Source: an optimization exercise on an open RTL-to-GDS flow (aim: small area, a short achievable clock period and few clock cycles). Production flows keep margins and buffers that such runs may drop.
Function was checked by simulation only, so behaviour that the tests miss may differ from the original.
The clock port is modelled as an ideal driver; clocking choices that lean on that would not hold on a real chip.
Power and IR drop assume default switching activity.

**flow/flow/run.sh**
```bash
#!/bin/bash
# The standard layout (standard.sh: standard synthesis, floorplan, place, CTS, route),
# with two changes to how it is made: the port buffers are buf_4 cells instead of the
# resizer's default pick (a delay cell), and timing repair aims at a setup slack margin
# well past zero, so that the layout runs faster than the clock period asks for.
# The clock period, SDC and all other settings are the standard flow's.
set -euo pipefail
cd "$(dirname "$0")/.."
export BUFFER_PORTS_ARGS="-buffer_cell sky130_fd_sc_hd__buf_4"
export SETUP_SLACK_MARGIN="${QC_SETUP_MARGIN:-8.9}"
export TNS_END_PERCENT=100
export CTS_ARGS="-sink_clustering_enable -repair_clock_nets -sink_clustering_size 24 -sink_clustering_max_diameter 90 -buf_list sky130_fd_sc_hd__clkbuf_16 -distance_between_buffers 400 -branching_point_buffers_distance 400"
bash standard.sh > make_standard.log 2>&1
```
**flow/standard.sh**
```bash
#!/bin/bash
# synth_recipe.tcl (not shown) runs the flow's synth.tcl, then flattens the netlist and writes it again
# the make line also repeats each setting of config.mk as NAME=value (left out here)
make -C /OpenROAD-flow-scripts/flow DESIGN_CONFIG=/design/flow/config.mk WORK_HOME=/design/flow/orfs CLKGATE_MAP_FILE= SYNTH_SCRIPT=/design/flow/synth_recipe.tcl "${@:-finish}"
```
**flow/config.mk**
```make
export PLATFORM = sky130hd
export DESIGN_NAME = qc_fsm_complex
export DESIGN_NICKNAME = qc_fsm_complex
export VERILOG_FILES = /design/flow/design.v
export SDC_FILE = /design/flow/constraint.sdc
export NUM_CORES = 4
export LEC_CHECK = 0
export CAP_MARGIN = 20
export CORE_MARGIN = 2
export CORE_UTILIZATION = 70
export CTS_BUF_LIST = sky130_fd_sc_hd__clkbuf_16
export CTS_CLUSTER_DIAMETER = 90
export CTS_CLUSTER_SIZE = 24
export PLACE_DENSITY = 0.75
export SLEW_MARGIN = 20
```
**flow/constraint.sdc**
```tcl
create_clock -name core_clock -period 12.5 [get_ports {clk}]
set_input_delay 2.5000 -clock core_clock [delete_from_list [all_inputs] [get_ports {clk}]]
set_output_delay 2.5000 -clock core_clock [all_outputs]
set_load 0.01 [all_outputs]
```
**flow/design.v**
```verilog
module qc_fsm_complex #(
  parameter int unsigned N    = 3,
  parameter int unsigned W    = 16,
  parameter int unsigned FRAC = W - 2
) (
  input  logic         clk,
  input  logic         reset,
  input  logic         load_ready,
  input  logic [W-1:0] load_data,
  input  logic         new_gate,
  output logic [W-1:0] send_data,
  output logic         busy,
  output logic         done,
  output logic         sat
);
  localparam int unsigned Max  = 1 << N;
  localparam int unsigned AccW = 2 * W + N + 1;   
  localparam int unsigned ND   = W / 2;      
  localparam logic [AccW-1:0] KPos    = AccW'((((64'd1 << (2 * ND)) - 64'd1) / 64'd3) << W);
  localparam logic [AccW-1:0] AccInit = (AccW'(1) << (FRAC - 1)) - AccW'(2 * Max) * KPos;
  logic            wait_ack_q;    
  logic            cap;           
  logic            cap_q;         
  logic            ph1_q;         
  logic            ph_load_q, ph_gate_q, ph_drain_q, ph_send_q;
  logic [2*N:0]    cnt_q;         
  logic            ng_q;
  logic            lastw_q;       
  logic            done_q, sat_q;
  logic            part, row_last;
  assign part     = cnt_q[0];
  assign row_last = &cnt_q[2*N:N+1];
  assign cap = load_ready & ~wait_ack_q;
  logic wfirst_q, wlast_q, wrow7_q;
  logic a0_q, a1_q;
  logic r_q;
  logic [W-1:0]       x_q;
  logic [ND-1:0]      one_q, two_q, neg_q;
  logic [2*W-1:0]     pcs_s_q, pcs_c_q;
  logic [AccW-1:0]    acc_a_q, acc_b_q;    
  logic [W-1:0]       send_q;
  logic [2*W-1:0]     s_q [Max];      
  logic [2*W-1:0]     o_q [Max-1];
  logic [2*W-1:0] m_s, m_c;
  qc_mul_cs u_mul (.x(x_q), .one(one_q), .two(two_q), .neg(neg_q), .s(m_s), .c(m_c));
  logic          y_re, y_neg;
  logic [W-1:0]  y;
  logic [ND-1:0] y_one, y_two, y_negd;
  assign y_re  = cap_q ? part : ~part;
  assign y_neg = ~cap_q & part;
  assign y     = y_re ? s_q[0][W-1:0] : s_q[0][2*W-1:W];
  always_comb begin
    for (int i = 0; i < ND; i++) begin
      logic b2, b1, b0;
      b2 = y[2*i+1];
      b1 = y[2*i];
      b0 = (i == 0) ? 1'b0 : y[2*i-1];
      y_one[i]  = b1 ^ b0;
      y_two[i]  = (b2 & ~b1 & ~b0) | (~b2 & b1 & b0);
      y_negd[i] = b2 ^ y_neg;
    end
  end
  logic [AccW-1:0] acc_base, acc_sum;
  assign acc_base = wfirst_q ? AccInit : acc_a_q;
  assign acc_sum  = acc_base + AccW'(pcs_s_q) + AccW'(pcs_c_q);
  logic          ovf_re, ovf_im;
  logic [AccW-1:0] acc_re_q, acc_im_q;
  assign acc_re_q = acc_a_q;
  assign acc_im_q = acc_b_q;
  logic [W-1:0]  res_re, res_im;
  assign ovf_re = ~(&acc_re_q[AccW-1:FRAC+W-1]) & (|acc_re_q[AccW-1:FRAC+W-1]);
  assign ovf_im = ~(&acc_im_q[AccW-1:FRAC+W-1]) & (|acc_im_q[AccW-1:FRAC+W-1]);
  assign res_re = ovf_re ? {acc_re_q[AccW-1], {(W-1){~acc_re_q[AccW-1]}}} : acc_re_q[FRAC+W-1:FRAC];
  assign res_im = ovf_im ? {acc_im_q[AccW-1], {(W-1){~acc_im_q[AccW-1]}}} : acc_im_q[FRAC+W-1:FRAC];
  logic rot_q, ld_im_q, push_o_q, push_s_q, rot_cp;
  assign rot_cp = ph_gate_q & row_last;
  always_ff @(posedge clk or posedge reset) begin
    if (reset) begin
      wait_ack_q <= 1'b0;
      cap_q      <= 1'b0;
      ph1_q      <= 1'b0;
      ph_load_q  <= 1'b1;
      ph_gate_q  <= 1'b0;
      ph_drain_q <= 1'b0;
      ph_send_q  <= 1'b0;
      cnt_q      <= '0;
      lastw_q    <= 1'b0;
      done_q     <= 1'b0;
      a0_q       <= 1'b0;
      a1_q       <= 1'b0;
      r_q        <= 1'b0;
      rot_q      <= 1'b0;
      ld_im_q    <= 1'b0;
      push_o_q   <= 1'b0;
      push_s_q   <= 1'b0;
    end else begin
      if (cap) wait_ack_q <= 1'b1;
      else if (!load_ready) wait_ack_q <= 1'b0;
      cap_q  <= cap;
      ph1_q  <= cap_q & ph_gate_q;
      a0_q   <= cap_q & ph_gate_q;
      a1_q   <= ph1_q;
      r_q    <= a1_q & wlast_q;
      rot_q    <= cap & (ph_load_q ? ~part : (ph_gate_q | ph_send_q) & part);
      ld_im_q  <= cap & ph_load_q & part;
      push_s_q <= a1_q & wlast_q & wrow7_q;
      push_o_q <= (a1_q & wlast_q & ~wrow7_q) | (cap & ph_gate_q & row_last & part);
      done_q <= lastw_q & wait_ack_q & ~load_ready;
      if (cap) lastw_q <= ph_send_q & (cnt_q[N:0] == (N+1)'(2 * Max - 1));
      if (cap_q) begin
        cnt_q <= cnt_q + 1'b1;
        if (ph_load_q) begin
          if (cnt_q[N:0] == (N+1)'(2 * Max - 1)) begin
            cnt_q     <= '0;
            ph_load_q <= 1'b0;
            ph_gate_q <= 1'b1;
          end
        end
        if (ph_gate_q && (&cnt_q) && !ng_q) begin
          ph_gate_q  <= 1'b0;
          ph_drain_q <= 1'b1;
        end
        if (ph_send_q && cnt_q[N:0] == (N+1)'(2 * Max - 1)) begin
          cnt_q     <= '0;
          ph_send_q <= 1'b0;
          ph_load_q <= 1'b1;
        end
      end
      if (ph_drain_q && a1_q) begin
        ph_drain_q <= 1'b0;
        ph_send_q  <= 1'b1;
      end
    end
  end
  always_ff @(posedge clk) begin
    if (cap && ph_send_q) send_q <= part ? s_q[0][2*W-1:W] : s_q[0][W-1:0];
    if (cap_q && ph_load_q && cnt_q[N:0] == '0) sat_q <= 1'b0;
    else if (r_q) sat_q <= sat_q | ovf_re | ovf_im;
    ng_q <= new_gate;
    if (!wait_ack_q) x_q <= load_data;
    if (cap_q) begin
      wfirst_q <= (cnt_q[N:0] == '0);
      wlast_q  <= (cnt_q[N:0] == (N+1)'(2 * Max - 1));
      wrow7_q  <= row_last;
    end
    one_q <= y_one;
    two_q <= y_two;
    neg_q <= y_negd;
    pcs_s_q <= m_s;
    pcs_c_q <= m_c;
    if (a0_q | a1_q) begin
      acc_a_q <= acc_b_q;
      acc_b_q <= acc_sum;
    end
    if (rot_q) begin
      for (int i = 0; i < Max - 1; i++) s_q[i] <= s_q[i+1];
      if (ph_load_q)   s_q[Max-1] <= {x_q, x_q};
      else if (rot_cp) s_q[Max-1] <= o_q[0];
      else             s_q[Max-1] <= s_q[0];
    end else if (push_s_q) begin
      s_q[Max-1] <= {res_im, res_re};
    end else if (ld_im_q) begin
      s_q[Max-1][2*W-1:W] <= x_q;
    end
    if (push_o_q) begin
      for (int i = 0; i < Max - 2; i++) o_q[i] <= o_q[i+1];
      o_q[Max-2] <= {res_im, res_re};
    end
  end
  assign send_data = send_q;
  assign busy      = ph_drain_q;
  assign done      = done_q;
  assign sat       = sat_q;
endmodule
module qc_mul_cs (
  input  logic [15:0] x,
  input  logic [7:0]  one,
  input  logic [7:0]  two,
  input  logic [7:0]  neg,
  output logic [31:0] s,
  output logic [31:0] c
);
  wire pp1 = ((one[0] & x[0]) | (two[0] & 1'b0)) ^ neg[0];
  wire pp2 = ((one[0] & x[1]) | (two[0] & x[0])) ^ neg[0];
  wire pp3 = ((one[0] & x[2]) | (two[0] & x[1])) ^ neg[0];
  wire pp4 = ((one[0] & x[3]) | (two[0] & x[2])) ^ neg[0];
  wire pp5 = ((one[0] & x[4]) | (two[0] & x[3])) ^ neg[0];
  wire pp6 = ((one[0] & x[5]) | (two[0] & x[4])) ^ neg[0];
  wire pp7 = ((one[0] & x[6]) | (two[0] & x[5])) ^ neg[0];
  wire pp8 = ((one[0] & x[7]) | (two[0] & x[6])) ^ neg[0];
  wire pp9 = ((one[0] & x[8]) | (two[0] & x[7])) ^ neg[0];
  wire pp10 = ((one[0] & x[9]) | (two[0] & x[8])) ^ neg[0];
  wire pp11 = ((one[0] & x[10]) | (two[0] & x[9])) ^ neg[0];
  wire pp12 = ((one[0] & x[11]) | (two[0] & x[10])) ^ neg[0];
  wire pp13 = ((one[0] & x[12]) | (two[0] & x[11])) ^ neg[0];
  wire pp14 = ((one[0] & x[13]) | (two[0] & x[12])) ^ neg[0];
  wire pp15 = ((one[0] & x[14]) | (two[0] & x[13])) ^ neg[0];
  wire pp16 = ((one[0] & x[15]) | (two[0] & x[14])) ^ neg[0];
  wire pp17 = ~(((one[0] & x[15]) | (two[0] & x[15])) ^ neg[0]);
  wire pp18 = ((one[1] & x[0]) | (two[1] & 1'b0)) ^ neg[1];
  wire pp19 = ((one[1] & x[1]) | (two[1] & x[0])) ^ neg[1];
  wire pp20 = ((one[1] & x[2]) | (two[1] & x[1])) ^ neg[1];
  wire pp21 = ((one[1] & x[3]) | (two[1] & x[2])) ^ neg[1];
  wire pp22 = ((one[1] & x[4]) | (two[1] & x[3])) ^ neg[1];
  wire pp23 = ((one[1] & x[5]) | (two[1] & x[4])) ^ neg[1];
  wire pp24 = ((one[1] & x[6]) | (two[1] & x[5])) ^ neg[1];
  wire pp25 = ((one[1] & x[7]) | (two[1] & x[6])) ^ neg[1];
  wire pp26 = ((one[1] & x[8]) | (two[1] & x[7])) ^ neg[1];
  wire pp27 = ((one[1] & x[9]) | (two[1] & x[8])) ^ neg[1];
  wire pp28 = ((one[1] & x[10]) | (two[1] & x[9])) ^ neg[1];
  wire pp29 = ((one[1] & x[11]) | (two[1] & x[10])) ^ neg[1];
  wire pp30 = ((one[1] & x[12]) | (two[1] & x[11])) ^ neg[1];
  wire pp31 = ((one[1] & x[13]) | (two[1] & x[12])) ^ neg[1];
  wire pp32 = ((one[1] & x[14]) | (two[1] & x[13])) ^ neg[1];
  wire pp33 = ((one[1] & x[15]) | (two[1] & x[14])) ^ neg[1];
  wire pp34 = ~(((one[1] & x[15]) | (two[1] & x[15])) ^ neg[1]);
  wire pp35 = ((one[2] & x[0]) | (two[2] & 1'b0)) ^ neg[2];
  wire pp36 = ((one[2] & x[1]) | (two[2] & x[0])) ^ neg[2];
  wire pp37 = ((one[2] & x[2]) | (two[2] & x[1])) ^ neg[2];
  wire pp38 = ((one[2] & x[3]) | (two[2] & x[2])) ^ neg[2];
  wire pp39 = ((one[2] & x[4]) | (two[2] & x[3])) ^ neg[2];
  wire pp40 = ((one[2] & x[5]) | (two[2] & x[4])) ^ neg[2];
  wire pp41 = ((one[2] & x[6]) | (two[2] & x[5])) ^ neg[2];
  wire pp42 = ((one[2] & x[7]) | (two[2] & x[6])) ^ neg[2];
  wire pp43 = ((one[2] & x[8]) | (two[2] & x[7])) ^ neg[2];
  wire pp44 = ((one[2] & x[9]) | (two[2] & x[8])) ^ neg[2];
  wire pp45 = ((one[2] & x[10]) | (two[2] & x[9])) ^ neg[2];
  wire pp46 = ((one[2] & x[11]) | (two[2] & x[10])) ^ neg[2];
  wire pp47 = ((one[2] & x[12]) | (two[2] & x[11])) ^ neg[2];
  wire pp48 = ((one[2] & x[13]) | (two[2] & x[12])) ^ neg[2];
  wire pp49 = ((one[2] & x[14]) | (two[2] & x[13])) ^ neg[2];
  wire pp50 = ((one[2] & x[15]) | (two[2] & x[14])) ^ neg[2];
  wire pp51 = ~(((one[2] & x[15]) | (two[2] & x[15])) ^ neg[2]);
  wire pp52 = ((one[3] & x[0]) | (two[3] & 1'b0)) ^ neg[3];
  wire pp53 = ((one[3] & x[1]) | (two[3] & x[0])) ^ neg[3];
  wire pp54 = ((one[3] & x[2]) | (two[3] & x[1])) ^ neg[3];
  wire pp55 = ((one[3] & x[3]) | (two[3] & x[2])) ^ neg[3];
  wire pp56 = ((one[3] & x[4]) | (two[3] & x[3])) ^ neg[3];
  wire pp57 = ((one[3] & x[5]) | (two[3] & x[4])) ^ neg[3];
  wire pp58 = ((one[3] & x[6]) | (two[3] & x[5])) ^ neg[3];
  wire pp59 = ((one[3] & x[7]) | (two[3] & x[6])) ^ neg[3];
  wire pp60 = ((one[3] & x[8]) | (two[3] & x[7])) ^ neg[3];
  wire pp61 = ((one[3] & x[9]) | (two[3] & x[8])) ^ neg[3];
  wire pp62 = ((one[3] & x[10]) | (two[3] & x[9])) ^ neg[3];
  wire pp63 = ((one[3] & x[11]) | (two[3] & x[10])) ^ neg[3];
  wire pp64 = ((one[3] & x[12]) | (two[3] & x[11])) ^ neg[3];
  wire pp65 = ((one[3] & x[13]) | (two[3] & x[12])) ^ neg[3];
  wire pp66 = ((one[3] & x[14]) | (two[3] & x[13])) ^ neg[3];
  wire pp67 = ((one[3] & x[15]) | (two[3] & x[14])) ^ neg[3];
  wire pp68 = ~(((one[3] & x[15]) | (two[3] & x[15])) ^ neg[3]);
  wire pp69 = ((one[4] & x[0]) | (two[4] & 1'b0)) ^ neg[4];
  wire pp70 = ((one[4] & x[1]) | (two[4] & x[0])) ^ neg[4];
  wire pp71 = ((one[4] & x[2]) | (two[4] & x[1])) ^ neg[4];
  wire pp72 = ((one[4] & x[3]) | (two[4] & x[2])) ^ neg[4];
  wire pp73 = ((one[4] & x[4]) | (two[4] & x[3])) ^ neg[4];
  wire pp74 = ((one[4] & x[5]) | (two[4] & x[4])) ^ neg[4];
  wire pp75 = ((one[4] & x[6]) | (two[4] & x[5])) ^ neg[4];
  wire pp76 = ((one[4] & x[7]) | (two[4] & x[6])) ^ neg[4];
  wire pp77 = ((one[4] & x[8]) | (two[4] & x[7])) ^ neg[4];
  wire pp78 = ((one[4] & x[9]) | (two[4] & x[8])) ^ neg[4];
  wire pp79 = ((one[4] & x[10]) | (two[4] & x[9])) ^ neg[4];
  wire pp80 = ((one[4] & x[11]) | (two[4] & x[10])) ^ neg[4];
  wire pp81 = ((one[4] & x[12]) | (two[4] & x[11])) ^ neg[4];
  wire pp82 = ((one[4] & x[13]) | (two[4] & x[12])) ^ neg[4];
  wire pp83 = ((one[4] & x[14]) | (two[4] & x[13])) ^ neg[4];
  wire pp84 = ((one[4] & x[15]) | (two[4] & x[14])) ^ neg[4];
  wire pp85 = ~(((one[4] & x[15]) | (two[4] & x[15])) ^ neg[4]);
  wire pp86 = ((one[5] & x[0]) | (two[5] & 1'b0)) ^ neg[5];
  wire pp87 = ((one[5] & x[1]) | (two[5] & x[0])) ^ neg[5];
  wire pp88 = ((one[5] & x[2]) | (two[5] & x[1])) ^ neg[5];
  wire pp89 = ((one[5] & x[3]) | (two[5] & x[2])) ^ neg[5];
  wire pp90 = ((one[5] & x[4]) | (two[5] & x[3])) ^ neg[5];
  wire pp91 = ((one[5] & x[5]) | (two[5] & x[4])) ^ neg[5];
  wire pp92 = ((one[5] & x[6]) | (two[5] & x[5])) ^ neg[5];
  wire pp93 = ((one[5] & x[7]) | (two[5] & x[6])) ^ neg[5];
  wire pp94 = ((one[5] & x[8]) | (two[5] & x[7])) ^ neg[5];
  wire pp95 = ((one[5] & x[9]) | (two[5] & x[8])) ^ neg[5];
  wire pp96 = ((one[5] & x[10]) | (two[5] & x[9])) ^ neg[5];
  wire pp97 = ((one[5] & x[11]) | (two[5] & x[10])) ^ neg[5];
  wire pp98 = ((one[5] & x[12]) | (two[5] & x[11])) ^ neg[5];
  wire pp99 = ((one[5] & x[13]) | (two[5] & x[12])) ^ neg[5];
  wire pp100 = ((one[5] & x[14]) | (two[5] & x[13])) ^ neg[5];
  wire pp101 = ((one[5] & x[15]) | (two[5] & x[14])) ^ neg[5];
  wire pp102 = ~(((one[5] & x[15]) | (two[5] & x[15])) ^ neg[5]);
  wire pp103 = ((one[6] & x[0]) | (two[6] & 1'b0)) ^ neg[6];
  wire pp104 = ((one[6] & x[1]) | (two[6] & x[0])) ^ neg[6];
  wire pp105 = ((one[6] & x[2]) | (two[6] & x[1])) ^ neg[6];
  wire pp106 = ((one[6] & x[3]) | (two[6] & x[2])) ^ neg[6];
  wire pp107 = ((one[6] & x[4]) | (two[6] & x[3])) ^ neg[6];
  wire pp108 = ((one[6] & x[5]) | (two[6] & x[4])) ^ neg[6];
  wire pp109 = ((one[6] & x[6]) | (two[6] & x[5])) ^ neg[6];
  wire pp110 = ((one[6] & x[7]) | (two[6] & x[6])) ^ neg[6];
  wire pp111 = ((one[6] & x[8]) | (two[6] & x[7])) ^ neg[6];
  wire pp112 = ((one[6] & x[9]) | (two[6] & x[8])) ^ neg[6];
  wire pp113 = ((one[6] & x[10]) | (two[6] & x[9])) ^ neg[6];
  wire pp114 = ((one[6] & x[11]) | (two[6] & x[10])) ^ neg[6];
  wire pp115 = ((one[6] & x[12]) | (two[6] & x[11])) ^ neg[6];
  wire pp116 = ((one[6] & x[13]) | (two[6] & x[12])) ^ neg[6];
  wire pp117 = ((one[6] & x[14]) | (two[6] & x[13])) ^ neg[6];
  wire pp118 = ((one[6] & x[15]) | (two[6] & x[14])) ^ neg[6];
  wire pp119 = ~(((one[6] & x[15]) | (two[6] & x[15])) ^ neg[6]);
  wire pp120 = ((one[7] & x[0]) | (two[7] & 1'b0)) ^ neg[7];
  wire pp121 = ((one[7] & x[1]) | (two[7] & x[0])) ^ neg[7];
  wire pp122 = ((one[7] & x[2]) | (two[7] & x[1])) ^ neg[7];
  wire pp123 = ((one[7] & x[3]) | (two[7] & x[2])) ^ neg[7];
  wire pp124 = ((one[7] & x[4]) | (two[7] & x[3])) ^ neg[7];
  wire pp125 = ((one[7] & x[5]) | (two[7] & x[4])) ^ neg[7];
  wire pp126 = ((one[7] & x[6]) | (two[7] & x[5])) ^ neg[7];
  wire pp127 = ((one[7] & x[7]) | (two[7] & x[6])) ^ neg[7];
  wire pp128 = ((one[7] & x[8]) | (two[7] & x[7])) ^ neg[7];
  wire pp129 = ((one[7] & x[9]) | (two[7] & x[8])) ^ neg[7];
  wire pp130 = ((one[7] & x[10]) | (two[7] & x[9])) ^ neg[7];
  wire pp131 = ((one[7] & x[11]) | (two[7] & x[10])) ^ neg[7];
  wire pp132 = ((one[7] & x[12]) | (two[7] & x[11])) ^ neg[7];
  wire pp133 = ((one[7] & x[13]) | (two[7] & x[12])) ^ neg[7];
  wire pp134 = ((one[7] & x[14]) | (two[7] & x[13])) ^ neg[7];
  wire pp135 = ((one[7] & x[15]) | (two[7] & x[14])) ^ neg[7];
  wire pp136 = ~(((one[7] & x[15]) | (two[7] & x[15])) ^ neg[7]);
  wire hs137 = pp11 ^ pp26;
  wire hc138 = pp11 & pp26;
  wire hs139 = pp12 ^ pp27;
  wire hc140 = pp12 & pp27;
  wire fs141 = pp13 ^ pp28 ^ pp43;
  wire fc142 = (pp13 & pp28) | (pp43 & (pp13 ^ pp28));
  wire hs143 = pp58 ^ pp73;
  wire hc144 = pp58 & pp73;
  wire fs145 = pp14 ^ pp29 ^ pp44;
  wire fc146 = (pp14 & pp29) | (pp44 & (pp14 ^ pp29));
  wire hs147 = pp59 ^ pp74;
  wire hc148 = pp59 & pp74;
  wire fs149 = pp15 ^ pp30 ^ pp45;
  wire fc150 = (pp15 & pp30) | (pp45 & (pp15 ^ pp30));
  wire fs151 = pp60 ^ pp75 ^ pp90;
  wire fc152 = (pp60 & pp75) | (pp90 & (pp60 ^ pp75));
  wire hs153 = pp105 ^ pp120;
  wire hc154 = pp105 & pp120;
  wire fs155 = pp16 ^ pp31 ^ pp46;
  wire fc156 = (pp16 & pp31) | (pp46 & (pp16 ^ pp31));
  wire fs157 = pp61 ^ pp76 ^ pp91;
  wire fc158 = (pp61 & pp76) | (pp91 & (pp61 ^ pp76));
  wire hs159 = pp106 ^ pp121;
  wire hc160 = pp106 & pp121;
  wire fs161 = pp17 ^ pp32 ^ pp47;
  wire fc162 = (pp17 & pp32) | (pp47 & (pp17 ^ pp32));
  wire fs163 = pp62 ^ pp77 ^ pp92;
  wire fc164 = (pp62 & pp77) | (pp92 & (pp62 ^ pp77));
  wire hs165 = pp107 ^ pp122;
  wire hc166 = pp107 & pp122;
  wire fs167 = pp33 ^ pp48 ^ pp63;
  wire fc168 = (pp33 & pp48) | (pp63 & (pp33 ^ pp48));
  wire fs169 = pp78 ^ pp93 ^ pp108;
  wire fc170 = (pp78 & pp93) | (pp108 & (pp78 ^ pp93));
  wire fs171 = pp34 ^ pp49 ^ pp64;
  wire fc172 = (pp34 & pp49) | (pp64 & (pp34 ^ pp49));
  wire hs173 = pp79 ^ pp94;
  wire hc174 = pp79 & pp94;
  wire fs175 = pp50 ^ pp65 ^ pp80;
  wire fc176 = (pp50 & pp65) | (pp80 & (pp50 ^ pp65));
  wire hs177 = pp51 ^ pp66;
  wire hc178 = pp51 & pp66;
  wire hs179 = pp7 ^ pp22;
  wire hc180 = pp7 & pp22;
  wire hs181 = pp8 ^ pp23;
  wire hc182 = pp8 & pp23;
  wire fs183 = pp9 ^ pp24 ^ pp39;
  wire fc184 = (pp9 & pp24) | (pp39 & (pp9 ^ pp24));
  wire hs185 = pp54 ^ pp69;
  wire hc186 = pp54 & pp69;
  wire fs187 = pp10 ^ pp25 ^ pp40;
  wire fc188 = (pp10 & pp25) | (pp40 & (pp10 ^ pp25));
  wire hs189 = pp55 ^ pp70;
  wire hc190 = pp55 & pp70;
  wire fs191 = hs137 ^ pp41 ^ pp56;
  wire fc192 = (hs137 & pp41) | (pp56 & (hs137 ^ pp41));
  wire fs193 = pp71 ^ pp86 ^ neg[5];
  wire fc194 = (pp71 & pp86) | (neg[5] & (pp71 ^ pp86));
  wire fs195 = hs139 ^ pp42 ^ pp57;
  wire fc196 = (hs139 & pp42) | (pp57 & (hs139 ^ pp42));
  wire fs197 = pp72 ^ pp87 ^ hc138;
  wire fc198 = (pp72 & pp87) | (hc138 & (pp72 ^ pp87));
  wire fs199 = fs141 ^ hs143 ^ pp88;
  wire fc200 = (fs141 & hs143) | (pp88 & (fs141 ^ hs143));
  wire fs201 = pp103 ^ neg[6] ^ hc140;
  wire fc202 = (pp103 & neg[6]) | (hc140 & (pp103 ^ neg[6]));
  wire fs203 = fs145 ^ hs147 ^ pp89;
  wire fc204 = (fs145 & hs147) | (pp89 & (fs145 ^ hs147));
  wire fs205 = pp104 ^ fc142 ^ hc144;
  wire fc206 = (pp104 & fc142) | (hc144 & (pp104 ^ fc142));
  wire fs207 = fs149 ^ fs151 ^ hs153;
  wire fc208 = (fs149 & fs151) | (hs153 & (fs149 ^ fs151));
  wire fs209 = neg[7] ^ fc146 ^ hc148;
  wire fc210 = (neg[7] & fc146) | (hc148 & (neg[7] ^ fc146));
  wire fs211 = fs155 ^ fs157 ^ hs159;
  wire fc212 = (fs155 & fs157) | (hs159 & (fs155 ^ fs157));
  wire fs213 = fc150 ^ fc152 ^ hc154;
  wire fc214 = (fc150 & fc152) | (hc154 & (fc150 ^ fc152));
  wire fs215 = fs161 ^ fs163 ^ hs165;
  wire fc216 = (fs161 & fs163) | (hs165 & (fs161 ^ fs163));
  wire fs217 = fc156 ^ fc158 ^ hc160;
  wire fc218 = (fc156 & fc158) | (hc160 & (fc156 ^ fc158));
  wire fs219 = fs167 ^ fs169 ^ pp123;
  wire fc220 = (fs167 & fs169) | (pp123 & (fs167 ^ fs169));
  wire fs221 = fc162 ^ fc164 ^ hc166;
  wire fc222 = (fc162 & fc164) | (hc166 & (fc162 ^ fc164));
  wire fs223 = fs171 ^ hs173 ^ pp109;
  wire fc224 = (fs171 & hs173) | (pp109 & (fs171 ^ hs173));
  wire fs225 = pp124 ^ fc168 ^ fc170;
  wire fc226 = (pp124 & fc168) | (fc170 & (pp124 ^ fc168));
  wire fs227 = fs175 ^ pp95 ^ pp110;
  wire fc228 = (fs175 & pp95) | (pp110 & (fs175 ^ pp95));
  wire fs229 = pp125 ^ fc172 ^ hc174;
  wire fc230 = (pp125 & fc172) | (hc174 & (pp125 ^ fc172));
  wire fs231 = hs177 ^ pp81 ^ pp96;
  wire fc232 = (hs177 & pp81) | (pp96 & (hs177 ^ pp81));
  wire fs233 = pp111 ^ pp126 ^ fc176;
  wire fc234 = (pp111 & pp126) | (fc176 & (pp111 ^ pp126));
  wire fs235 = pp67 ^ pp82 ^ pp97;
  wire fc236 = (pp67 & pp82) | (pp97 & (pp67 ^ pp82));
  wire fs237 = pp112 ^ pp127 ^ hc178;
  wire fc238 = (pp112 & pp127) | (hc178 & (pp112 ^ pp127));
  wire fs239 = pp68 ^ pp83 ^ pp98;
  wire fc240 = (pp68 & pp83) | (pp98 & (pp68 ^ pp83));
  wire hs241 = pp113 ^ pp128;
  wire hc242 = pp113 & pp128;
  wire fs243 = pp84 ^ pp99 ^ pp114;
  wire fc244 = (pp84 & pp99) | (pp114 & (pp84 ^ pp99));
  wire hs245 = pp85 ^ pp100;
  wire hc246 = pp85 & pp100;
  wire hs247 = pp5 ^ pp20;
  wire hc248 = pp5 & pp20;
  wire hs249 = pp6 ^ pp21;
  wire hc250 = pp6 & pp21;
  wire fs251 = hs179 ^ pp37 ^ pp52;
  wire fc252 = (hs179 & pp37) | (pp52 & (hs179 ^ pp37));
  wire fs253 = hs181 ^ pp38 ^ pp53;
  wire fc254 = (hs181 & pp38) | (pp53 & (hs181 ^ pp38));
  wire fs255 = fs183 ^ hs185 ^ neg[4];
  wire fc256 = (fs183 & hs185) | (neg[4] & (fs183 ^ hs185));
  wire fs257 = fs187 ^ hs189 ^ fc184;
  wire fc258 = (fs187 & hs189) | (fc184 & (fs187 ^ hs189));
  wire fs259 = fs191 ^ fs193 ^ fc188;
  wire fc260 = (fs191 & fs193) | (fc188 & (fs191 ^ fs193));
  wire fs261 = fs195 ^ fs197 ^ fc192;
  wire fc262 = (fs195 & fs197) | (fc192 & (fs195 ^ fs197));
  wire fs263 = fs199 ^ fs201 ^ fc196;
  wire fc264 = (fs199 & fs201) | (fc196 & (fs199 ^ fs201));
  wire fs265 = fs203 ^ fs205 ^ fc200;
  wire fc266 = (fs203 & fs205) | (fc200 & (fs203 ^ fs205));
  wire fs267 = fs207 ^ fs209 ^ fc204;
  wire fc268 = (fs207 & fs209) | (fc204 & (fs207 ^ fs209));
  wire fs269 = fs211 ^ fs213 ^ fc208;
  wire fc270 = (fs211 & fs213) | (fc208 & (fs211 ^ fs213));
  wire fs271 = fs215 ^ fs217 ^ fc212;
  wire fc272 = (fs215 & fs217) | (fc212 & (fs215 ^ fs217));
  wire fs273 = fs219 ^ fs221 ^ fc216;
  wire fc274 = (fs219 & fs221) | (fc216 & (fs219 ^ fs221));
  wire fs275 = fs223 ^ fs225 ^ fc220;
  wire fc276 = (fs223 & fs225) | (fc220 & (fs223 ^ fs225));
  wire fs277 = fs227 ^ fs229 ^ fc224;
  wire fc278 = (fs227 & fs229) | (fc224 & (fs227 ^ fs229));
  wire fs279 = fs231 ^ fs233 ^ fc228;
  wire fc280 = (fs231 & fs233) | (fc228 & (fs231 ^ fs233));
  wire fs281 = fs235 ^ fs237 ^ fc232;
  wire fc282 = (fs235 & fs237) | (fc232 & (fs235 ^ fs237));
  wire fs283 = fs239 ^ hs241 ^ fc236;
  wire fc284 = (fs239 & hs241) | (fc236 & (fs239 ^ hs241));
  wire fs285 = fs243 ^ pp129 ^ fc240;
  wire fc286 = (fs243 & pp129) | (fc240 & (fs243 ^ pp129));
  wire fs287 = hs245 ^ pp115 ^ pp130;
  wire fc288 = (hs245 & pp115) | (pp130 & (hs245 ^ pp115));
  wire fs289 = pp101 ^ pp116 ^ pp131;
  wire fc290 = (pp101 & pp116) | (pp131 & (pp101 ^ pp116));
  wire hs291 = pp102 ^ pp117;
  wire hc292 = pp102 & pp117;
  wire hs293 = pp3 ^ pp18;
  wire hc294 = pp3 & pp18;
  wire hs295 = pp4 ^ pp19;
  wire hc296 = pp4 & pp19;
  wire fs297 = hs247 ^ pp35 ^ neg[2];
  wire fc298 = (hs247 & pp35) | (neg[2] & (hs247 ^ pp35));
  wire fs299 = hs249 ^ pp36 ^ hc248;
  wire fc300 = (hs249 & pp36) | (hc248 & (hs249 ^ pp36));
  wire fs301 = fs251 ^ neg[3] ^ hc250;
  wire fc302 = (fs251 & neg[3]) | (hc250 & (fs251 ^ neg[3]));
  wire fs303 = fs253 ^ hc180 ^ fc252;
  wire fc304 = (fs253 & hc180) | (fc252 & (fs253 ^ hc180));
  wire fs305 = fs255 ^ hc182 ^ fc254;
  wire fc306 = (fs255 & hc182) | (fc254 & (fs255 ^ hc182));
  wire fs307 = fs257 ^ hc186 ^ fc256;
  wire fc308 = (fs257 & hc186) | (fc256 & (fs257 ^ hc186));
  wire fs309 = fs259 ^ hc190 ^ fc258;
  wire fc310 = (fs259 & hc190) | (fc258 & (fs259 ^ hc190));
  wire fs311 = fs261 ^ fc194 ^ fc260;
  wire fc312 = (fs261 & fc194) | (fc260 & (fs261 ^ fc194));
  wire fs313 = fs263 ^ fc198 ^ fc262;
  wire fc314 = (fs263 & fc198) | (fc262 & (fs263 ^ fc198));
  wire fs315 = fs265 ^ fc202 ^ fc264;
  wire fc316 = (fs265 & fc202) | (fc264 & (fs265 ^ fc202));
  wire fs317 = fs267 ^ fc206 ^ fc266;
  wire fc318 = (fs267 & fc206) | (fc266 & (fs267 ^ fc206));
  wire fs319 = fs269 ^ fc210 ^ fc268;
  wire fc320 = (fs269 & fc210) | (fc268 & (fs269 ^ fc210));
  wire fs321 = fs271 ^ fc214 ^ fc270;
  wire fc322 = (fs271 & fc214) | (fc270 & (fs271 ^ fc214));
  wire fs323 = fs273 ^ fc218 ^ fc272;
  wire fc324 = (fs273 & fc218) | (fc272 & (fs273 ^ fc218));
  wire fs325 = fs275 ^ fc222 ^ fc274;
  wire fc326 = (fs275 & fc222) | (fc274 & (fs275 ^ fc222));
  wire fs327 = fs277 ^ fc226 ^ fc276;
  wire fc328 = (fs277 & fc226) | (fc276 & (fs277 ^ fc226));
  wire fs329 = fs279 ^ fc230 ^ fc278;
  wire fc330 = (fs279 & fc230) | (fc278 & (fs279 ^ fc230));
  wire fs331 = fs281 ^ fc234 ^ fc280;
  wire fc332 = (fs281 & fc234) | (fc280 & (fs281 ^ fc234));
  wire fs333 = fs283 ^ fc238 ^ fc282;
  wire fc334 = (fs283 & fc238) | (fc282 & (fs283 ^ fc238));
  wire fs335 = fs285 ^ hc242 ^ fc284;
  wire fc336 = (fs285 & hc242) | (fc284 & (fs285 ^ hc242));
  wire fs337 = fs287 ^ fc244 ^ fc286;
  wire fc338 = (fs287 & fc244) | (fc286 & (fs287 ^ fc244));
  wire fs339 = fs289 ^ hc246 ^ fc288;
  wire fc340 = (fs289 & hc246) | (fc288 & (fs289 ^ hc246));
  wire fs341 = hs291 ^ pp132 ^ fc290;
  wire fc342 = (hs291 & pp132) | (fc290 & (hs291 ^ pp132));
  wire fs343 = pp118 ^ pp133 ^ hc292;
  wire fc344 = (pp118 & pp133) | (hc292 & (pp118 ^ pp133));
  wire hs345 = pp119 ^ pp134;
  wire hc346 = pp119 & pp134;
  assign s = {1'b0, pp136, pp135, hs345, fs343, fs341, fs339, fs337, fs335, fs333, fs331, fs329, fs327, fs325, fs323, fs321, fs319, fs317, fs315, fs313, fs311, fs309, fs307, fs305, fs303, fs301, fs299, fs297, hs295, hs293, pp2, pp1};
  assign c = {1'b0, 1'b0, hc346, fc344, fc342, fc340, fc338, fc336, fc334, fc332, fc330, fc328, fc326, fc324, fc322, fc320, fc318, fc316, fc314, fc312, fc310, fc308, fc306, fc304, fc302, fc300, fc298, hc296, hc294, neg[1], 1'b0, neg[0]};
endmodule
```
==> results of run 1 <==
metrics by stage:
step / hold WS, ns / instance area (um2) / util [%]
floorplan: 0.329 / 30200 / -
global route: 0.411 / 32900 / 76.8
global placement: 0.359 / 30800 / 71.9
CTS: 0.403 / 32300 / 75.4
finish: 0.403 / 32900 / 76.8
detailed placement: 0.376 / 30800 / 71.9
worst min-delay path by stage:
stage	from	endpoint	slack, ns	depth (start not counted)
floorplan	neg_q[0]	pcs_c_q[0]	0.33	0
global placement	a0_q	a1_q	0.36	0
detailed placement	a0_q	a1_q	0.38	0
CTS	a0_q	a1_q	0.40	0
global route	a0_q	a1_q	0.41	0
finish	a0_q	a1_q	0.40	0
registers in the layout (all words and copies together) (netlist names), 7 cells and up, named ones only:
signal / flops
acc_a_q: 36
acc_b_q: 36
cnt_q: 7
neg_q: 8
o_q: 224
one_q: 8
pcs_c_q: 29
pcs_s_q: 31
s_q: 256
send_q: 16
two_q: 8
x_q: 16
logic make-up (layout without fill, tap and decap cells):
kind of cell	Yosys count	after routing
mux	38	38
compound gates	369	369
simple gates	349	349
flops	695	695
fa+ha+maj	169	169
xor+xnor	186	186
buf+inv	273	319
cells in the mapped netlist (18+ instances only):
library cell / n
ha_1: 58
a21oi_1: 62
a21o_1: 32
xnor2_1: 99
inv_1: 134
nor2b_1: 24
mux2_2: 24
dfxtp_1: 86
o211ai_1: 18
nor2_1: 61
fa_1: 111
nand3_1: 41
clkbuf_1: 121
xor2_1: 87
a22oi_1: 120
dfrtp_1: 21
edfxtp_1: 587
o21a_1: 18
nand2_1: 154
o21ai_0: 49
metal layers:
layer,vias to the layer above,share of wire (%),GRT usage [%]
met1,8169,43,43.7
met2,736,45,42.9
met3,111,9.2,5.98
met4,0,2.6,8.94
met5,-,0,0
li1,7430,-,-
layout make-up:
class,count,share of cell area (%)
multi-input combinational,1111,29.1
timing repair buffer,118,3.23
clock inverter,28,0.495
sequential,695,60.6
clock buffer,38,2.89
tap,546,2.08
inverter,135,1.55
timing repair:
action                                  4_1_cts  5_1_grt
gates cloned                                  1        1
endpoints found under the hold margin         0        0
setup buffers                                31       28
pin swaps                                     4       22
endpoints found under the setup margin       46       47
gates resized for setup                      33       74
cell usage in the layout (no fill, tap or decap), types with 18 or more instances in the layout:
| cell | instances |
|---|---|
| a22oi_1 | 120 |
| o211ai_1 | 18 |
| edfxtp_1 | 587 |
| clkbuf_16 | 39 |
| o21a_1 | 18 |
| buf_4 | 90 |
| o21ai_0 | 46 |
| a21oi_1 | 53 |
| mux2_2 | 24 |
| xnor2_1 | 99 |
| a21o_1 | 32 |
| inv_1 | 155 |
| dfrtp_1 | 19 |
| xor2_1 | 87 |
| nand3_1 | 41 |
| dfxtp_1 | 71 |
| nor2b_1 | 20 |
| fa_1 | 110 |
| nand2_1 | 154 |
| nor2_1 | 61 |
| buf_6 | 22 |
| ha_1 | 36 |
power by group:
part	switching (mW)	internal (mW)
sequential	0.202	2.78
clock	0.709	0.567
combinational	2.25	1.88
==> flow_metrics.py, run 1 <==
metrics = {
    "status": {
        "status": "finished clean",
    },
    "critical_path": {
        "setup.worst_path.end": "send_data[12]",
        "critical_path_depth": 1,
        "cp.required_ns": 10.00,
        "r2r_slack_ns": 8.90,
        "r2r-end": "acc_b_q[34]",
        "endpoint_kind": "output pin",
        "cp_cell_sequence": "buf_6",
        "crit_type": "reg2out",
        "path_buf_inv": 1,
        "reg2reg_depth": 12,
        "timing.rr.start": "wfirst_q",
        "crit_family": "flip-flops",
        "cp-start-kind": "flip-flop",
        "cp_slowest_stage_delay_ns": 0.40,
        "cp.arrival_ns": 1.11,
        "critPathLaunch": "send_q[12]",
        "slowest_stage": "edfxtp_1",
        "crit_fanout": 1,
    },
    "sta": {
        "rsz0062_at_grt": "true",
        "post-route-period-util_pct": 28.9,
        "final_hold_viol_count": 0,
        "setup_tns_ns": 0,
        "final-max-slew-violation-count": 0,
        "clock_skew_ns": 0.0304,
        "period_minus_slack_ns": 3.61,
        "max_freq_ghz": 0.277,
        "relSlewSlack_pct": 32.0,
        "setup_ws_ns": 8.89,
        "finalSetupViolCount": 0,
        "tightest_slew_ns": 1.02,
    },
    "detailed_routing": {
        "drc": 0,
        "first_iter_violations": 1745,
        "drtAntennaViolNets": 0,
        "drt-total-wl_mm": 63.3,
        "via_per_inst": 6.16,
        "detail_route.first_pass.iterations": 5,
        "wl_per_cell_um": 23.7,
        "via_count": 16400,
    },
    "cells_and_area": {
        "areaGrowthSynthToFinish_pct": 8.93,
        "drive_gt1_share_pct": 13.2,
        "register_area_um2": 19900,
        "multiInputGateArea_um2": 9580,
        "diodes": 0,
        "final_nets": 2286,
        "fillCellCount": 2523,
        "fin_cells": 2671,
    },
    "synth": {
        "synth_compound_area_share_pct": 8.75,
        "synthXorXnorAreaFrac_pct": 5.40,
        "seq_area_frac_synth_pct": 65.9,
        "postSynthAreaPerCell_um2": 14.5,
        "synth-edff-count": 587,
        "synth_flop_cell": "edfxtp_1",
        "synth_top_cell_by_area": "edfxtp_1",
        "synth_top_family_by_area": "adder cells",
        "syn-instance-count": 2079,
        "synth_area_leaders": "edfxtp_1 (58%), fa_1 (7.4%), dfxtp_1 (5.7%), a22oi_1 (3.0%), xnor2_1 (2.9%)",
        "ys_seq_elements": 695,
        "ys_async_sr_fraction_pct": 3.17,
        "muxShareOfSynthArea_pct": 1.36,
        "synthDistinctLibCells": 71,
        "yosys_warnings": 3,
        "synthAdderAreaFrac_pct": 9.77,
        "synth_top_area_share_pct": 58.4,
        "syn_area_um2": 30200,
        "syn-num-nets": 2268,
        "synth-simple-area-share_pct": 5.37,
    },
    "placed_design": {
        "dp_hpwl_mm": 40.4,
        "gp_congestion": 0.926,
        "pre_cts_ws_ns": 8.64,
        "port-buffer-count": 38,
        "placed_cells": 2541,
    },
    "floorplan": {
        "initial_core_util_pct": 70.5,
        "chipWidth_um": 212,
        "rows": 76,
        "die_h_um": 212,
        "io_pins": 39,
        "core_area_um2": 42800,
        "die_area_um2": 44800,
    },
    "clock_network": {
        "cts_inserted_buffers": 36,
        "clk_path_buf_depth": 3,
        "worst_skew_pair.late_latency_ns": 0.59,
        "htreeDepth": 2,
        "clkSinkCount": 695,
        "cts_tree": "built",
        "hold_buffers": 0,
        "path_clk_slew_ns": 0.09,
        "clock-root-buffer": "clkbuf_16",
    },
    "power_and_ir_drop": {
        "leakagePower_nw": 12.1,
        "ir_worst_vdd_mv": 0.231,
        "powerDensity_nw_per_um2": 255,
        "power_mw": 8.39,
    },
    "global_route": {
        "grtUsageTotal_pct": 28.9,
        "grt_pass1_wl_mm": 95.6,
        "grt_pass1_vias": 16100,
        "grt_remaining_overflow": 0,
        "grt_max_degree": 87,
        "antenna_found_initial": 0,
    },
    "worst_hold_path": {
        "hp-class": "reg2reg",
    },
    "flow_run": {
        "cap_viol_max_count": 0,
    },
}
Testbench counts, summed over its fixed seeds: cycles 66,240.
==> run 2, diff against run 1 <==
--- a/flow/flow/run.sh
+++ b/flow/flow/run.sh
@@ -11,3 +11,2 @@
 export TNS_END_PERCENT=100
-export CTS_ARGS="-sink_clustering_enable -repair_clock_nets -sink_clustering_size 24 -sink_clustering_max_diameter 90 -buf_list sky130_fd_sc_hd__clkbuf_16 -distance_between_buffers 400 -branching_point_buffers_distance 400"
 bash standard.sh > make_standard.log 2>&1
--- a/flow/config.mk
+++ b/flow/config.mk
@@ -10,5 +10,5 @@
 export CORE_UTILIZATION = 70
-export CTS_BUF_LIST = sky130_fd_sc_hd__clkbuf_16
-export CTS_CLUSTER_DIAMETER = 90
-export CTS_CLUSTER_SIZE = 24
+export CTS_BUF_LIST = sky130_fd_sc_hd__clkbuf_8
+export CTS_CLUSTER_DIAMETER = 70
+export CTS_CLUSTER_SIZE = 16
 export PLACE_DENSITY = 0.75
==> flow_metrics.py, run 2 <==
metrics = {
    "status": {
        "status": "finished clean",
    },
    "critical_path": {
        "r2r-end": "acc_b_q[29]",
        "path_buf_inv": 1,
        "r2r_slack_ns": 8.89,
        "cp.arrival_ns": 1.24,
        "endpoint_kind": "output pin",
        "reg2reg_depth": 12,
        "cp.required_ns": 10.00,
        "cp_slowest_stage_delay_ns": 0.42,
        "crit_fanout": 1,
        "timing.rr.start": "wfirst_q",
        "crit_type": "reg2out",
        "slowest_stage": "edfxtp_1",
        "cp_cell_sequence": "buf_6",
        "crit_family": "flip-flops",
        "cp-start-kind": "flip-flop",
    },
    "detailed_routing": {
        "via_count": 16600,
        "via_per_inst": 6.14,
        "drc": 0,
        "drt-total-wl_mm": 63.5,
        "wl_per_cell_um": 23.5,
        "drtAntennaViolNets": 0,
        "detail_route.first_pass.iterations": 5,
        "first_iter_violations": 1670,
    },
    "synth": {
        "postSynthAreaPerCell_um2": 14.5,
        "synth-edff-count": 587,
        "synth_flop_cell": "edfxtp_1",
        "synthDistinctLibCells": 71,
        "ys_seq_elements": 695,
        "syn_area_um2": 30200,
        "seq_area_frac_synth_pct": 65.9,
        "ys_async_sr_fraction_pct": 3.17,
        "synth_area_leaders": "edfxtp_1 (58%), fa_1 (7.4%), dfxtp_1 (5.7%), a22oi_1 (3.0%), xnor2_1 (2.9%)",
        "syn-num-nets": 2268,
        "synth_top_area_share_pct": 58.4,
        "yosys_warnings": 3,
        "synth.most_common_cell": "edfxtp_1",
        "syn-instance-count": 2079,
        "synth_top_cell_by_area": "edfxtp_1",
        "synthTopCellsByCount": "edfxtp_1 (587), nand2_1 (154), inv_1 (134)",
    },
    "clock_network": {
        "clkSinkCount": 695,
        "cts_inserted_buffers": 51,
        "worst_skew_pair.late_latency_ns": 0.68,
        "htreeDepth": 2,
        "cts_tree": "built",
        "path_clk_slew_ns": 0.10,
        "clk_path_buf_depth": 3,
        "hold_buffers": 0,
        "clock-root-buffer": "clkbuf_8",
    },
    "sta": {
        "post-route-period-util_pct": 29.9,
        "rsz0062_at_grt": "true",
        "final_hold_viol_count": 0,
        "setup_tns_ns": 0,
        "tightest_slew_ns": 1.01,
        "finalSetupViolCount": 0,
        "clock_skew_ns": 0.0234,
        "max_freq_ghz": 0.268,
        "period_minus_slack_ns": 3.74,
        "final-max-slew-violation-count": 0,
        "relSlewSlack_pct": 32.7,
    },
    "cells_and_area": {
        "areaGrowthSynthToFinish_pct": 8.51,
        "drive_gt1_share_pct": 14.3,
        "reg_top3": "s_q x256, o_q x224",
        "diodes": 0,
        "final_nets": 2303,
        "max_flop_register": "s_q",
        "fillCellCount": 2562,
        "layout_common_cells": "edfxtp_1 (587), inv_1 (166), nand2_1 (152)",
        "largest_reg_flops": 256,
        "final_common_cell": "edfxtp_1",
        "stdcell_area_um2": 32700,
    },
    "placed_design": {
        "port-buffer-count": 38,
        "gp_congestion": 0.926,
        "dp_hpwl_mm": 40.4,
        "postPlaceCellArea_um2": 30800,
    },
    "worst_hold_path": {
        "holdPathStages": 0,
        "hp-class": "reg2reg",
        "min_to": "o_q[1][10]",
        "worst_hold_startpoint": "o_q[2][10]",
    },
    "global_route": {
        "grt_pass1_wl_mm": 95.6,
        "grtUsageTotal_pct": 29.0,
        "grt_max_degree": 87,
        "grt_pass1_vias": 16200,
        "antenna_found_initial": 0,
        "grt_remaining_overflow": 0,
    },
    "floorplan": {
        "io_pins": 39,
        "die_area_um2": 44800,
        "core_area_um2": 42800,
        "initial_core_util_pct": 70.5,
        "rows": 76,
        "chipWidth_um": 212,
        "die_h_um": 212,
    },
    "power_and_ir_drop": {
        "power_mw": 8.22,
        "powerDensity_nw_per_um2": 251,
        "leakagePower_nw": 12.1,
        "ir_worst_vdd_mv": 0.233,
    },
    "flow_run": {
        "cap_viol_max_count": 0,
    },
}
==> run 2: changes by cell type in the layout (fill, tap and decap cells not counted), sizes merged <==
cell / previous run / this run
inv: 159 / 172
clkinvlp: 0 / 2
clkbuf: 39 / 53
buf: 116 / 119
==> run 2: how the worst max path moves through the flow <==
stage	from	to	slack, ns	depth (start not counted)
2_1_floorplan	wfirst_q	acc_b_q[29]	8.91	12
3_3_place_gp	wfirst_q	acc_b_q[34]	8.72	12
3_5_place_dp	wfirst_q	acc_b_q[34]	8.64	12
4_1_cts	send_q[15]	send_data[15]	8.73	1
5_1_grt	send_q[13]	send_data[13]	8.70	1
6_report	send_q[15]	send_data[15]	8.76	1
==> run 2: cells by family (layout without fill, tap and decap cells) <==
kind of cell	count (synthesis)	after routing	share of synthesized area (%)
buffers and inverters	273	351	3.40
adders and majority gates	169	169	9.77
xor gates and xnor gates	186	186	5.40
DFF	695	695	65.9
muxes	38	38	1.36
and+or+nand+nor	349	349	5.37
AOI/OAI and AO/OA	369	369	8.75
==> run 2: layout make-up <==
class	count	area, um2	area share, %
Timing Repair Buffer	120	1090	3.33
Tap cell	546	683	2.09
Multi-Input combinational cell	1111	9590	29.3
Sequential cell	695	19900	60.9
Clock inverter	43	209	0.638
Inverter	135	508	1.55
Clock buffer	53	729	2.23
==> run 2: layer usage <==
layer / vias up / track usage [%] / share of wire (%) / wire length (um)
met2: 744 / 42.3 / 45 / 28600
met5: - / 0 / 0 / 0
met4: 0 / 9.74 / 2.5 / 1590
met1: 8248 / 43.6 / 43 / 27400
li1: 7469 / - / - / -
met3: 132 / 7.11 / 9.3 / 5940
==> run 2: stage by stage <==
stage / worst slack (ns) / cells / hold slack [ns] / util, %
floorplan: 8.91 / 2079 / 0.329 / -
global placement: 8.72 / 2541 / 0.359 / 71.9
detailed placement: 8.64 / 2541 / 0.376 / 71.9
global route: 8.70 / 2703 / 0.411 / 76.5
finish: 8.76 / 2703 / 0.414 / 76.5
CTS: 8.73 / 2676 / 0.406 / 75.3
==> run 2: power breakdown <==
| part | internal, mW | total [mW] | switching (mW) |
|---|---|---|---|
| registers | 2.78 | 2.99 | 0.201 |
| clock network | 0.406 | 1.11 | 0.707 |
| logic | 1.88 | 4.12 | 2.24 |
| total | 5.07 | 8.22 | 3.15 |
==> run 2: timing repair <==
action / CTS / global route
resized for setup: 39 / 76
buffers inserted: 37 / 24
gates cloned: 2 / 0
endpoints found under the setup margin: 47 / 50
pin swaps: 14 / 30
==> run 3, diff against run 2 <==
==> flow/run.sh (new file) <==
#!/bin/bash
# synth_recipe.tcl (not shown) runs the flow's synth.tcl, then flattens the netlist and writes it again
# the make line also repeats each setting of config.mk as NAME=value (left out here)
make -C /OpenROAD-flow-scripts/flow DESIGN_CONFIG=/design/flow/config.mk WORK_HOME=/design/flow/orfs CLKGATE_MAP_FILE= SYNTH_SCRIPT=/design/flow/synth_recipe.tcl finish
--- a/flow/config.mk
+++ b/flow/config.mk
@@ -10,5 +10,5 @@
 export CORE_UTILIZATION = 70
-export CTS_BUF_LIST = sky130_fd_sc_hd__clkbuf_8
-export CTS_CLUSTER_DIAMETER = 70
-export CTS_CLUSTER_SIZE = 16
+export CTS_BUF_LIST = sky130_fd_sc_hd__clkbuf_8 sky130_fd_sc_hd__clkbuf_16
+export CTS_CLUSTER_DIAMETER = 80
+export CTS_CLUSTER_SIZE = 20
 export PLACE_DENSITY = 0.75
removed: flow/flow/run.sh
removed: flow/standard.sh
==> flow_metrics.py, run 3 <==
metrics = {
    "sta": {
        "max_freq_ghz": 0.247,
        "final-max-slew-violation-count": 0,
        "setup_tns_ns": 0,
        "period_minus_slack_ns": 4.04,
        "final_hold_viol_count": 0,
        "finalSetupViolCount": 0,
        "clock_skew_ns": 0.0385,
        "hold-worst-slack_ns": 0.389,
        "setup_ws_ns": 8.46,
        "relSlewSlack_pct": 26.1,
        "rsz0062_at_grt": "false",
        "tightest_slew_ns": 1.11,
        "post-route-period-util_pct": 32.4,
    },
    "worst_hold_path": {
        "holdPathStages": 0,
        "hp-class": "reg2reg",
        "worst_hold_startpoint": "a0_q",
        "min_to": "a1_q",
    },
    "clock_network": {
        "cts_resized": 0,
        "clock-root-buffer": "clkbuf_16",
        "cts_inserted_buffers": 42,
        "cts_tree": "built",
        "path_clk_slew_ns": 0.09,
        "cts_setup_buffers": 0,
        "hold_buffers": 0,
        "worst_skew_pair.late_latency_ns": 0.61,
        "clkSinkCount": 695,
        "clk_path_buf_depth": 3,
        "htreeDepth": 2,
    },
    "power_and_ir_drop": {
        "power_mw": 8.06,
        "switching_share_pct": 38.0,
        "powerDensity_nw_per_um2": 251,
        "p_int_mw": 5.00,
        "pwr-share-seq_pct": 37.2,
        "ir_worst_vdd_mv": 0.213,
        "p_clk_share_pct": 17.1,
        "p_sw_mw": 3.06,
        "power_frac_comb_pct": 45.7,
        "leakagePower_nw": 11.8,
    },
    "cells_and_area": {
        "fillCellCount": 2600,
        "fin_cells": 2623,
        "largest_reg_flops": 256,
        "areaGrowthSynthToFinish_pct": 6.54,
        "final_common_cell": "edfxtp_1",
        "diodes": 0,
        "drive_gt1_share_pct": 6.26,
        "max_flop_register": "s_q",
        "final_nets": 2232,
        "reg_top3": "s_q x256, o_q x224",
        "layout_common_cells": "edfxtp_1 (587), inv_1 (160), nand2_1 (154)",
    },
    "placed_design": {
        "dp_hpwl_mm": 40.9,
        "gp_congestion": 0.906,
        "placed_cells": 2545,
        "port-buffer-count": 38,
        "pre_cts_ws_ns": 8.25,
    },
    "detailed_routing": {
        "drc": 0,
        "via_per_inst": 6.28,
        "detail_route.first_pass.iterations": 7,
        "wl_per_cell_um": 24.3,
        "first_iter_violations": 1795,
        "drtAntennaViolNets": 0,
        "drt-total-wl_mm": 63.6,
        "via_count": 16500,
    },
    "critical_path": {
        "cp.arrival_ns": 1.54,
        "cp-start-kind": "flip-flop",
        "crit_fanout": 3,
        "endpoint_kind": "output pin",
        "path_buf_inv": 1,
        "cp_cell_sequence": "clkdlybuf4s50_1",
        "crit_family": "buffers and inverters",
        "r2r-end": "pcs_s_q[13]",
        "reg2reg_depth": 9,
        "r2r_slack_ns": 8.54,
        "cp_slowest_stage_delay_ns": 0.55,
        "critPathLaunch": "ph_drain_q",
        "cp.required_ns": 10.00,
        "timing.rr.start": "x_q[13]",
        "crit_type": "reg2out",
        "slowest_stage": "clkdlybuf4s50_1",
    },
    "synth": {
        "syn-instance-count": 2079,
        "synth-edff-count": 587,
        "seq_area_frac_synth_pct": 65.9,
        "synth.most_common_cell": "edfxtp_1",
        "syn-num-nets": 2268,
        "synth_top_area_share_pct": 58.4,
        "syn_area_um2": 30200,
        "postSynthAreaPerCell_um2": 14.5,
        "synthTopCellsByCount": "edfxtp_1 (587), nand2_1 (154), inv_1 (134)",
        "synth_area_leaders": "edfxtp_1 (58%), fa_1 (7.4%), dfxtp_1 (5.7%), a22oi_1 (3.0%), xnor2_1 (2.9%)",
        "ys_seq_elements": 695,
        "ys_async_sr_fraction_pct": 3.17,
        "synth_flop_cell": "edfxtp_1",
        "yosys_warnings": 3,
        "synthDistinctLibCells": 71,
        "synth_top_cell_by_area": "edfxtp_1",
    },
    "global_route": {
        "grt_max_degree": 91,
        "antenna_found_initial": 1,
        "grt_pass1_wl_mm": 96.7,
        "grt_pass1_vias": 16400,
        "grt_remaining_overflow": 0,
        "grtUsageTotal_pct": 29.4,
    },
    "floorplan": {
        "chipWidth_um": 212,
        "io_pins": 39,
        "rows": 76,
        "die_h_um": 212,
        "die_area_um2": 44800,
        "core_area_um2": 42800,
        "initial_core_util_pct": 70.5,
    },
    "flow_run": {
        "cap_viol_max_count": 0,
    },
    "status": {
        "status": "finished clean",
    },
}
[run 3: cell count changes in the layout (fill, tap and decap cells not counted), sizes merged]
cell,change
inv,-7
clkinvlp,-2
buf,-99
clkdlybuf4s50,+38
clkbuf,-9
bufbuf,-1
[run 3: how the worst max path moves through the flow]
stage,end,slack [ns],cells after the start
final,busy,8.46,1
after global routing,busy,8.38,1
after CTS,busy,8.41,1
after detailed placement,send_q[13],8.25,4
after global placement,send_q[12],8.35,4
after floorplan,s_q[7][30],6.34,3
[run 3: power by group through the flow]
stage	Sequential (mW)	Clock [mW]	Combinational, mW
4_1_cts	2.99	1.40	3.67
3_5_place_dp	3.03	0	3.63
3_3_place_gp	3.04	0	3.46
6_report	3.00	1.38	3.69
5_1_grt	3.01	1.47	4.19
2_1_floorplan	2.89	0	2.75
[run 3: final cells by class]
class | instances | area [um2] | share of cell area (%)
tap | 546 | 683 | 2.12
clock inverter | 34 | 178 | 0.553
sequential | 695 | 19900 | 61.9
multi-input combinational | 1111 | 9250 | 28.8
clock buffer | 44 | 1090 | 3.39
inverter | 135 | 507 | 1.58
timing repair buffer | 58 | 531 | 1.65
[run 3: kinds of logic (layout without fill, tap and decap cells)]
kind of cell | Yosys count | count (layout) | synth area share, %
compound gates | 369 | 369 | 8.75
xor+xnor | 186 | 186 | 5.40
fa+ha+maj | 169 | 169 | 9.77
buf+inv | 273 | 271 | 3.40
flops | 695 | 695 | 65.9
mux | 38 | 38 | 1.36
simple gates | 349 | 349 | 5.37
[run 3: metrics by stage]
stage,util (%),instance area (um2)
6_report,75.1,32200
5_1_grt,75.1,32200
4_1_cts,75.1,32100
3_5_place_dp,72.2,30900
3_3_place_gp,72.2,30900
2_1_floorplan,-,30200
[run 3: metal layers]
layer | GRT usage, % | part of all wire (%) | vias up
met1 | 42.7 | 42 | 8191
li1 | - | - | 7334
met4 | 11.4 | 3.5 | 4
met3 | 7.03 | 9.3 | 177
met5 | 1.45 | 0.15 | -
met2 | 43.5 | 45 | 773
==> run 4, diff against run 3 <==
==> flow/flow/run.sh (new file) <==
#!/bin/bash
# The standard layout (standard.sh: standard synthesis, floorplan, place, CTS, route),
# with three changes to how it is made:
#  - the port buffers are buf_4 cells instead of the resizer's default pick (a delay cell);
#  - timing repair aims at a setup slack margin well past zero, so that the layout runs
#    faster than the clock period asks for;
#  - after CTS, the root buffer that CTS puts right at the clock port is taken out, so the
#    port drives the four buffers of the tree's first level directly (unroot.tcl). Every
#    register's clock still passes two levels of clock buffers; all arrive equally earlier.
# The clock period, SDC and all other settings are the standard flow's.
set -euo pipefail
cd "$(dirname "$0")/.."
export BUFFER_PORTS_ARGS="-buffer_cell sky130_fd_sc_hd__buf_4"
export SETUP_SLACK_MARGIN=8.9
export TNS_END_PERCENT=100
R=orfs/results/sky130hd/qc_fsm_complex/base
bash standard.sh cts > make_cts.log 2>&1
UNROOT_IN=$R/4_cts.odb UNROOT_OUT=$R/4_cts.odb openroad -no_init -exit flow/unroot.tcl > unroot.log 2>&1
bash standard.sh finish > make_finish.log 2>&1
==> flow/flow/unroot.tcl (new file) <==
set in_db  $::env(UNROOT_IN)
set out_db $::env(UNROOT_OUT)
read_db $in_db
set block [ord::get_db_block]
set port_net [$block findNet clk]
set root ""
foreach it [$port_net getITerms] {
  if {[[$it getInst] getName] ne ""} { lappend root [$it getInst] }
}
puts "port net loads: [llength $root]"
if {[llength $root] != 1} { puts "UNROOT: port drives [llength $root] cells, left as is"; write_db $out_db; exit 0 }
set root [lindex $root 0]
set master [[$root getMaster] getName]
if {![string match "sky130_fd_sc_hd__clkbuf_*" $master]} { puts "UNROOT: root is $master, left as is"; write_db $out_db; exit 0 }
set out_net ""
foreach it [$root getITerms] {
  if {[$it isOutputSignal]} { set out_net [$it getNet] }
}
set loads {}
foreach it [$out_net getITerms] {
  if {[$it getInst] ne $root} { lappend loads $it }
}
if {[llength [$out_net getBTerms]] > 0} { puts "UNROOT: root output drives a port, left as is"; write_db $out_db; exit 0 }
puts "root [$root getName] ($master) drives [llength $loads] pins on [$out_net getName]"
if {[llength $loads] > 4} { puts "UNROOT: too many loads, left as is"; write_db $out_db; exit 0 }
foreach it $loads {
  puts "  move [[$it getInst] getName]/[[$it getMTerm] getName] to [$port_net getName]"
  $it disconnect
  $it connect $port_net
}
foreach it [$root getITerms] { if {[$it getNet] ne "NULL"} { $it disconnect } }
odb::dbInst_destroy $root
odb::dbNet_destroy $out_net
write_db $out_db
puts "UNROOT: done"
==> flow/standard.sh (new file) <==
#!/bin/bash
# synth_recipe.tcl (not shown) runs the flow's synth.tcl, then flattens the netlist and writes it again
# the make line also repeats each setting of config.mk as NAME=value (left out here)
make -C /OpenROAD-flow-scripts/flow DESIGN_CONFIG=/design/flow/config.mk WORK_HOME=/design/flow/orfs CLKGATE_MAP_FILE= SYNTH_SCRIPT=/design/flow/synth_recipe.tcl "${@:-finish}"
--- a/flow/config.mk
+++ b/flow/config.mk
@@ -10,5 +10,5 @@
 export CORE_UTILIZATION = 70
-export CTS_BUF_LIST = sky130_fd_sc_hd__clkbuf_8 sky130_fd_sc_hd__clkbuf_16
-export CTS_CLUSTER_DIAMETER = 80
-export CTS_CLUSTER_SIZE = 20
+export CTS_BUF_LIST = sky130_fd_sc_hd__clkbuf_16
+export CTS_CLUSTER_DIAMETER = 90
+export CTS_CLUSTER_SIZE = 24
 export PLACE_DENSITY = 0.75
removed: flow/run.sh
==> flow_metrics.py, run 4 <==
metrics = {
    "status": {
        "status": "finished clean",
    },
    "power_and_ir_drop": {
        "powerDensity_nw_per_um2": 254,
        "power_frac_comb_pct": 49.2,
        "pwr-share-seq_pct": 35.9,
        "p_int_mw": 5.19,
        "leakagePower_nw": 12.0,
        "p_sw_mw": 3.13,
        "p_clk_share_pct": 14.9,
    },
    "critical_path": {
        "cp.arrival_ns": 3.70,
        "endpoint_kind": "flip-flop",
        "crit_type": "reg2reg",
    },
    "cells_and_area": {
        "layout_common_cells": "edfxtp_1 (587), inv_1 (155), nand2_1 (154)",
        "diodes": 0,
        "areaGrowthSynthToFinish_pct": 8.59,
    },
    "synth": {
        "synth.most_common_cell": "edfxtp_1",
        "ys_seq_elements": 695,
        "synth_area_leaders": "edfxtp_1 (58%), fa_1 (7.4%), dfxtp_1 (5.7%), a22oi_1 (3.0%), xnor2_1 (2.9%)",
        "synthDistinctLibCells": 71,
        "seq_area_frac_synth_pct": 65.9,
        "ys_async_sr_fraction_pct": 3.17,
        "syn-instance-count": 2079,
    },
    "placed_design": {
        "placed_cells": 2541,
    },
    "sta": {
        "clock_skew_ns": 0.0331,
        "finalSetupViolCount": 0,
        "setup_tns_ns": 0,
        "rsz0062_at_grt": "true",
    },
    "detailed_routing": {
        "first_iter_violations": 1677,
        "drc": 0,
        "detail_route.first_pass.iterations": 5,
        "via_count": 16500,
    },
    "clock_network": {
        "cts_tree": "built",
        "htreeDepth": 2,
        "hold_buffers": 0,
        "clock-root-buffer": "clkbuf_16",
        "clk_path_buf_depth": 3,
    },
    "global_route": {
        "grt.met1_usage_pct": 43.6,
        "grtUsageTotal_pct": 28.7,
        "antenna_found_initial": 0,
        "grt_pass1_wl_mm": 95.4,
        "busiest_layer": "met1",
        "grt_remaining_overflow": 0,
    },
    "floorplan": {
        "io_pins": 39,
        "die_h_um": 212,
        "rows": 76,
        "core_area_um2": 42800,
        "die_area_um2": 44800,
    },
    "worst_hold_path": {
        "hp-class": "reg2reg",
        "holdPathStages": 0,
    },
    "flow_run": {
        "cap_viol_max_count": 0,
    },
}
[run 4: changes by cell type in the layout (fill, tap and decap cells not counted), sizes merged]
cell	delta
inv	-6
clkbuf	-7
bufbuf	+1
clkdlybuf4s50	-38
buf	+92
[run 4: worst paths after layout]
kind	start	endpoint	slack (ns)
max	wfirst_q	acc_b_q[34]	8.93
min	a0_q	a1_q	0.40
max reg2reg	wfirst_q	acc_b_q[34]	8.93
min reg2reg	a0_q	a1_q	0.40
max in group asynchronous	reset	push_o_q	9.59
min in group asynchronous	reset	rot_q	2.28
[run 4: power groups by stage]
stage	Clock (mW)	Combinational [mW]	Sequential [mW]
floorplan	0	2.75	2.89
global placement	0	3.42	3.04
detailed placement	0	3.58	3.03
CTS	1.30	3.73	2.98
global route	1.34	4.59	3.00
finish	1.24	4.09	2.99
[run 4: layer usage]
| layer | share of wire [%] | up-vias |
|---|---|---|
| li1 | - | 7415 |
| met1 | 43 | 8221 |
| met2 | 45 | 766 |
| met3 | 9.0 | 118 |
| met4 | 2.7 | 0 |
| met5 | 0 | - |
[run 4: metrics by stage]
stage          setup WS (ns)  power [mW]  hold WS (ns)  util (%)  instance area [um2]
3_3_place_gp            8.72        6.46         0.359      71.9                30800
5_1_grt                 8.81        8.93         0.411      76.6                32800
3_5_place_dp            8.64        6.61         0.376      71.9                30800
2_1_floorplan           8.91        5.64         0.329         -                30200
6_report                8.93        8.32         0.403      76.6                32800
4_1_cts                 8.86        8.01         0.403      75.4                32300
[run 4: cell families after synthesis]
logic type	count (synthesis)	share of synthesized area, %
AOI/OAI and AO/OA	369	8.75
and+or+nand+nor	349	5.37
muxes	38	1.36
xor gates and xnor gates	186	5.40
DFF	695	65.9
buffers and inverters	273	3.40
adders and majority gates	169	9.77
[run 4: final cells by class]
| type | count | area [um2] |
|---|---|---|
| inverters | 135 | 508 |
| well taps | 546 | 683 |
| repair buffers | 113 | 983 |
| multi-input cells | 1111 | 9580 |
| fillers | 2535 | 10000 |
| clock buffers | 37 | 926 |
| flip-flops and latches | 695 | 19900 |
| clock inverters | 28 | 163 |
[run 4: repair_timing]
action / in CTS / in global routing
pin swaps: 4 / 17
endpoints found under the setup margin: 46 / 29
resized for setup: 33 / 70
gates cloned: 1 / 0
buffers inserted: 31 / 24
[run 4: worst max-delay path, stage by stage, from the launching register on]
cell and delay (ns):
edfxtp_1 0.45, buf_12 0.18, or2_2 0.30, fa_1 0.50, ha_2 0.31, and2_1 0.19
a21oi_2 0.20, a31oi_1 0.13, a311oi_2 0.26, buf_4 0.17, o311ai_4 0.12, a21oi_2 0.18
mux2_2 0.33

==> afterwards: timing with drivers on the ports <==
The results above use ideal ports. As a check the final layouts listed here were re-extracted and re-timed, cells and wires unchanged.
Step 1: set_driving_cell puts a clkbuf_16 on clk and a buf_2 on each other input, an assumption about the parent block.
Step 2 also shifts input and output timing later by t, the mid clock arrival at the registers, as if the neighbouring blocks saw the same clock.
Three values: ideal, step 1, step 2; two values: the first two.
run	t (ns)	setup slack, ns
run 1	0.629	8.888 / 8.829 / 8.689
run 2	0.721	8.762 / 8.708 / 8.694
run 3	0.643	8.456 / 8.401 / 8.262
run 4	0.492	8.930 / 8.930 / 8.690
After both steps setup and hold are still met in every run listed.
